This design comes from an exercise in tuning for small area and a short achievable clock period on the open sky130 flow, not from production work.
Only simulation tests tie the RTL to the original design; equivalence was not proved.

job 1674:
==> module rv_rdport, before the edit <==
module rv_rdport (
  input  logic [31:1]       sel,
  input  logic [31*32-1:0]  regs,
  input  logic              sel_mem,
  input  logic [31:0]       mem_val,
  input  logic              sel_wb,
  input  logic [31:0]       wb_val,
  input  logic              sel_ld,
  input  logic [31:0]       ld_val,
  output logic [31:0]       q
);
  logic [33*32-1:0] td;
  logic [32:0]      ts;
  assign td = {wb_val, mem_val, regs};
  assign ts = {sel_wb, sel_mem, sel};
  for (genvar j = 0; j < 32; j++) begin : g_bit
    logic [10:0] t;
    logic [2:0]  n;
    logic        q_n, l_n;
    for (genvar g = 0; g < 11; g++) begin : g_aoi
      rv_aoi222 u_aoi (
        .a1 (ts[3*g]),   .a2 (td[32*(3*g)   + j]),
        .b1 (ts[3*g+1]), .b2 (td[32*(3*g+1) + j]),
        .c1 (ts[3*g+2]), .c2 (td[32*(3*g+2) + j]),
        .y  (t[g])
      );
    end
    rv_g_nand4 u_n0 (.a(t[0]), .b(t[1]), .c(t[2]),  .d(t[3]), .y(n[0]));
    rv_g_nand4 u_n1 (.a(t[4]), .b(t[5]), .c(t[6]),  .d(t[7]), .y(n[1]));
    rv_g_nand3 u_n2 (.a(t[8]), .b(t[9]), .c(t[10]), .y(n[2]));
    rv_g_nor3  u_nq (.a(n[0]), .b(n[1]), .c(n[2]), .y(q_n));
    rv_g_nand2 u_ld (.a(sel_ld), .b(ld_val[j]), .y(l_n));
    rv_g_nand2 u_q  (.a(q_n), .b(l_n), .y(q[j]));
  end
endmodule
==> module rv_shift, before the edit <==
module rv_shift (
  input  logic [31:0] a,
  input  logic [4:0]  s,
  input  logic [4:0]  imm,
  input  logic        is_r,
  input  logic        left,
  input  logic        arith,
  output logic [31:0] y
);
  logic [31:0] sh_in, sh_out;
  logic [4:0]  shamt;
  logic        fill;
  function automatic logic [31:0] rev32(input logic [31:0] x);
    for (int i = 0; i < 32; i++) rev32[i] = x[31-i];
  endfunction
  assign shamt  = is_r ? s : imm;
  assign sh_in  = left ? rev32(a) : a;
  assign fill   = arith & a[31];
  assign sh_out = 32'($signed({fill, sh_in}) >>> shamt);
  assign y      = left ? rev32(sh_out) : sh_out;
endmodule
make LEC_CHECK=0 CAP_MARGIN=20 CELL_PAD_IN_SITES_DETAIL_PLACEMENT=1 CORE_MARGIN=2 CORE_UTILIZATION=50 CTS_BUF_LIST='sky130_fd_sc_hd__clkbuf_4 sky130_fd_sc_hd__clkbuf_8' CTS_CLUSTER_DIAMETER=80 CTS_CLUSTER_SIZE=12 PLACE_DENSITY=0.55 SETUP_SLACK_MARGIN=3.4 SLEW_MARGIN=20 SYNTH_HIERARCHICAL=1 finish   # period 8.0 ns
run.sh (not shown) runs the stock make flow with config.mk's settings and CLKGATE_MAP_FILE= SYNTH_SCRIPT=/design/flow/synth_recipe.tcl, a recipe that flattens the netlist after the stock synthesis.
Job 1674: done, clean on timing, DRC and antenna
What job 7552 does differently from job 1674 at the input level:
diff --git a/flow/design.v b/flow/design.v
--- a/flow/design.v
+++ b/flow/design.v
@@ -54,4 +54,16 @@
   assign y = ~((a1 & a2) | (b1 & b2) | (c1 & c2));
 endmodule
+module rv_and4 (
+  input  logic a, b, c, d,
+  output logic y
+);
+  assign y = a & b & c & d;
+endmodule
+module rv_and3 (
+  input  logic a, b, c,
+  output logic y
+);
+  assign y = a & b & c;
+endmodule
 module rv_rdport (
   input  logic [31:1]       sel,
@@ -72,5 +84,5 @@
     logic [10:0] t;
     logic [2:0]  n;
-    logic        q_n, l_n;
+    logic        l_n;
     for (genvar g = 0; g < 11; g++) begin : g_aoi
       rv_aoi222 u_aoi (
@@ -81,10 +93,9 @@
       );
     end
-    rv_g_nand4 u_n0 (.a(t[0]), .b(t[1]), .c(t[2]),  .d(t[3]), .y(n[0]));
-    rv_g_nand4 u_n1 (.a(t[4]), .b(t[5]), .c(t[6]),  .d(t[7]), .y(n[1]));
-    rv_g_nand3 u_n2 (.a(t[8]), .b(t[9]), .c(t[10]), .y(n[2]));
-    rv_g_nor3  u_nq (.a(n[0]), .b(n[1]), .c(n[2]), .y(q_n));
+    rv_and4    u_n0 (.a(t[0]), .b(t[1]), .c(t[2]),  .d(t[3]), .y(n[0]));
+    rv_and4    u_n1 (.a(t[4]), .b(t[5]), .c(t[6]),  .d(t[7]), .y(n[1]));
+    rv_and3    u_n2 (.a(t[8]), .b(t[9]), .c(t[10]), .y(n[2]));
     rv_g_nand2 u_ld (.a(sel_ld), .b(ld_val[j]), .y(l_n));
-    rv_g_nand2 u_q  (.a(q_n), .b(l_n), .y(q[j]));
+    rv_g_nand4 u_q  (.a(n[0]), .b(n[1]), .c(n[2]), .d(l_n), .y(q[j]));
   end
 endmodule
@@ -299,5 +310,5 @@
   output logic [31:0] y
 );
-  logic [31:0] sh_in, sh_out;
+  logic [31:0] sh_in, s1, s2, sh_out;
   logic [4:0]  shamt;
   logic        fill;
@@ -305,9 +316,23 @@
     for (int i = 0; i < 32; i++) rev32[i] = x[31-i];
   endfunction
-  assign shamt  = is_r ? s : imm;
-  assign sh_in  = left ? rev32(a) : a;
-  assign fill   = arith & a[31];
-  assign sh_out = 32'($signed({fill, sh_in}) >>> shamt);
-  assign y      = left ? rev32(sh_out) : sh_out;
+  assign shamt = is_r ? s : imm;
+  assign sh_in = left ? rev32(a) : a;
+  assign fill  = arith & a[31];
+  always_comb begin
+    case (shamt[1:0])
+      2'd0: s1 = sh_in;
+      2'd1: s1 = {fill, sh_in[31:1]};
+      2'd2: s1 = {{2{fill}}, sh_in[31:2]};
+      default: s1 = {{3{fill}}, sh_in[31:3]};
+    endcase
+    case (shamt[3:2])
+      2'd0: s2 = s1;
+      2'd1: s2 = {{4{fill}}, s1[31:4]};
+      2'd2: s2 = {{8{fill}}, s1[31:8]};
+      default: s2 = {{12{fill}}, s1[31:12]};
+    endcase
+    sh_out = shamt[4] ? {{16{fill}}, s2[31:16]} : s2;
+  end
+  assign y = left ? rev32(sh_out) : sh_out;
 endmodule
 `default_nettype wire
Notes after the runs:
Job 7552 ended with every stage complete and zero timing, DRC or antenna violations. The lower number of vias after detailed routing of job 7552 and job 1674 is in job 1674. A last element of the critical path of icache_addr[17] is what job 7552 shows, while res_mem[8]$_DFFE_PN_ belongs to job 1674. Taking job 1674 as the reference, in job 7552 clock buffer and inverter area fraction after layout roughly the same; simple-gate portion of the synthesized area roughly the same; global router's overall resource usage lower; die footprint roughly the same; critical path's largest stage delay lower. Job 7552 -> job 1674: post-synthesis share of cell area spent on full adders, half adders and majority gates flat.

[re-timing with driven ports]
The results above use ideal ports. As a check the final layouts listed here were re-extracted and re-timed, cells and wires unchanged. Step 1 (the two cells are an assumption about what drives the block):
set clk [get_ports {clk}]
set_driving_cell -lib_cell sky130_fd_sc_hd__clkbuf_16 $clk
set_driving_cell -lib_cell sky130_fd_sc_hd__buf_2 [delete_from_list [all_inputs] $clk]
Step 2, shift: input delay + t, output delay - t, t = (earliest + latest rising clock arrival at the registers) / 2. This alone moves slack from input paths to output paths. a / b / c = ideal ports / drivers / drivers and shift; a / b = the first two.
run | t (ns) | setup slack, ns | latest minus earliest clock arrival (ns) | worst register clock-pin slew, ns | worst slew at a driven data input, ns
job 1674 | 0.912 | 2.991 / 2.991 / 2.703 | 0.069 / 0.069 | 0.10 / 0.10 | 0.09
job 7552 | 0.922 | 3.182 / 3.146 / 2.350 | 0.049 / 0.049 | 0.10 / 0.10 | 0.15
After both steps setup and hold are still met in every run listed. For job 7552, which loses most, drivers alone change the setup slack by -0.036 ns; drivers and shift together by -0.832 ns.
